This design comes from an exercise in tuning for small area on the open sky130 flow, not from production work.
The RTL was checked by simulation tests, not by an equivalence proof against the original design.
Power figures rest on the tool's default switching activity, not on a simulated workload.

== lagoon ==
## tea_keypad_top
module tea_keypad_top (
	input logic clk,
	input logic resetFlag,
	input logic [7:0] scan_code,
	input logic scan_valid,
	output logic [6:0] hex0,
	output logic [6:0] hex1,
	output logic [6:0] hex2,
	output logic [6:0] hex3,
	output logic [6:0] hex4,
	output logic [6:0] hex5,
	output logic [7:0] ledr
);
export LEC_CHECK = 0
export CAP_MARGIN = 20
export CORE_MARGIN = 2
export CORE_UTILIZATION = 40
export SLEW_MARGIN = 20
create_clock -name core_clock -period 10.0 [get_ports {clk}]
standard.sh (not shown) runs the stock make flow with config.mk's settings and CLKGATE_MAP_FILE= SYNTH_SCRIPT=/design/flow/synth_recipe.tcl, a recipe that flattens the netlist after the stock synthesis.
==> flow/flow/run.sh <==
#!/bin/bash
# Layout flow: the standard synthesis, then an area-oriented re-mapping of
# the combinational logic (registers kept as they are), then the standard
# floorplan-to-finish with small port buffers and a clock tree without dummy
# loads. Every tool writes its own log in this folder (ORFS steps also keep
# theirs under orfs/logs/).
set -uo pipefail
R=orfs/results/$FLOW_PLATFORM/tea_keypad_top/base
LIB=$FLOW_HOME/platforms/$FLOW_PLATFORM/lib/sky130_fd_sc_hd__tt_025C_1v80.lib

# 1. standard synthesis
bash standard.sh synth > synth.log 2>&1 || { echo "synthesis failed"; exit 1; }
cp $R/1_2_yosys.v std_netlist.v

# 2. re-map combinational logic for area; flip-flops stay black boxes
DONT_USE=$(sed -n '/DONT_USE_CELLS += /,/^$/p' $FLOW_HOME/platforms/$FLOW_PLATFORM/config.mk \
  | grep -o 'sky130_fd_sc_hd__[a-z0-9_]*' | sed 's/^/-dont_use /' | tr '\n' ' ')
sed -e "s#@LIB@#$LIB#g" -e "s#@DONT_USE@#$DONT_USE#g" flow/remap.ys.in > remap.ys
yosys -s remap.ys > remap.log 2>&1
ok=$?

# 3. prove the re-mapped netlist equal to the standard one; else keep the standard one
if [[ $ok -eq 0 ]]; then
  sed -e "s#@LIB@#$LIB#g" flow/equiv.ys.in > equiv.ys
  yosys -s equiv.ys > equiv.log 2>&1
  ok=$?
fi
if [[ $ok -eq 0 ]]; then
  grep -o 'sky130_fd_sc_hd__[a-z0-9_]*df[a-z0-9_]* [^ ]*' std_netlist.v | sort > regs_std.log
  grep -o 'sky130_fd_sc_hd__[a-z0-9_]*df[a-z0-9_]* [^ ]*' remap.v | sort > regs_remap.log
  cmp -s regs_std.log regs_remap.log || ok=1
fi
if [[ $ok -eq 0 ]]; then
  echo "using re-mapped netlist" > choice.log
  cp remap.v $R/1_2_yosys.v
  rm -f $R/1_synth.odb $R/1_synth.sdc
else
  echo "using standard netlist" > choice.log
fi

# 4. floorplan to finish
bash standard.sh \
  "BUFFER_PORTS_ARGS=-buffer_cell sky130_fd_sc_hd__buf_1" \
  "CTS_ARGS=-sink_clustering_enable -repair_clock_nets -dont_use_dummy_load -buf_list {sky130_fd_sc_hd__clkbuf_4 sky130_fd_sc_hd__clkbuf_8}" \
  finish > standard.log 2>&1
Other scripts of this flow, unchanged in this note and not shown: flow/flow/area.abc, flow/flow/equiv.ys.in, flow/flow/remap.ys.in
Relative to lagoon, the following input files were edited for umber:
--- a/flow/design.v
+++ b/flow/design.v
@@ -107,52 +107,51 @@
 	end
 	always_ff @(posedge clk) begin
 		if (fld_we[2]) k0 <= wdata;
 		if (fld_we[3]) k1 <= wdata;
 		if (fld_we[4]) k2 <= wdata;
 		if (fld_we[5]) k3 <= wdata;
 	end
 	logic fld_step;
 	assign fld_step = scan_valid && state == ST_ENTRY && make && scan_code == SC_SPACE &&
 		!space_down && field != 3'd5;
+	logic start_enc, start_dec;
+	assign start_enc = scan_valid && (state == ST_LWAIT || state == ST_WAITE) && scan_code == SC_ENC;
+	assign start_dec = scan_valid && state == ST_WAITD && scan_code == SC_DEC;
+	always_ff @(posedge clk) begin
+		if (kill)
+			cnt <= 7'd8;  
+		else if (start_enc)
+			cnt <= 7'd0;
+		else if (start_dec)
+			cnt <= 7'd66;
+		else if (fld_step || (go && last_bit))
+			cnt <= cnt + {{6{dec}}, 1'b1};
+	end
 	always_ff @(posedge clk) begin
 		if (kill) begin
 			state <= ST_ENTRY;
-			cnt <= 7'd8;  
 		end else begin
-			if (fld_step)
-				cnt <= cnt + 7'd1;
 			if (scan_valid) begin
 				case (state)
 					ST_ENTRY: if (scan_code == SC_ENTER) state <= ST_LWAIT;
 					ST_LWAIT: if (scan_code != SC_ENTER) state <= scan_code == SC_ENC ? ST_ENC : ST_WAITE;
 					ST_WAITE: if (scan_code == SC_ENC) state <= ST_ENC;
 					ST_WAITD: if (scan_code == SC_DEC) state <= ST_DEC;
 					default: ;
 				endcase
-				if ((state == ST_LWAIT || state == ST_WAITE) && scan_code == SC_ENC) begin
-					cnt <= 7'd0;
-				end
-				if (state == ST_WAITD && scan_code == SC_DEC) begin
-					cnt <= 7'd66;
-				end
 			end
 			if (busy && last_bit) begin
 				if (!go)
 					state[0] <= 1'b1;
-				else if (end_rnd) begin
+				else if (end_rnd)
 					state <= dec ? ST_ENTRY : ST_WAITD;
-					if (dec)
-						cnt <= 7'd0;
-				end else begin
-					cnt <= dec ? cnt - 7'd1 : cnt + 7'd1;
-				end
 			end
 		end
 	end
 	logic [31:0] v0q, v1q;
 	logic init, nullp, khi;
 	assign init = !dec && rnd == 6'd0;           
 	assign nullp = dec && (rnd == 6'd0 || rnd == 6'd33);
 	assign khi = cnt[0];                          
 	logic [31:0] s_reg;
 	logic [1:0] t_bits;
Results
The final wirelength of umber falls short of that of lagoon by 0.45%.
The higher post-layout net count of umber and lagoon is in lagoon.
umber reached the end of the flow, and the finished layout is clean on the timing, DRC and antenna checks.
umber vs lagoon — net switching power dropped by a few percent
Cell area | umber vs lagoon | umber smaller
The lower register share of total power came out of lagoon.
Cell count: umber lower than lagoon

port drivers added, routing unchanged:
Ports are ideal in the flow. The routed layouts listed here were re-timed in OpenROAD.
Step 1 sets driving cells, clkbuf_16 on the clock port and buf_2 on the other inputs (assumed; they add their load-dependent delay and slew).
Step 2, shift: input delay + t, output delay - t, t = (earliest + latest rising clock arrival at the registers) / 2. This alone moves slack from input paths to output paths.
a / b / c = ideal / step 1 / step 2; a / b = the first two.
run	shift t [ns]	slack for setup (ns)	worst hold slack (ns)
lagoon	0.394	4.718 / 4.730 / 4.336	0.310 / 0.310 / 0.310
umber	0.402	5.012 / 4.993 / 4.590	0.305 / 0.305 / 0.305
After both steps every run listed still meets setup and hold. For umber, which loses most, drivers alone change the setup slack by -0.019 ns; drivers and shift together by -0.422 ns.
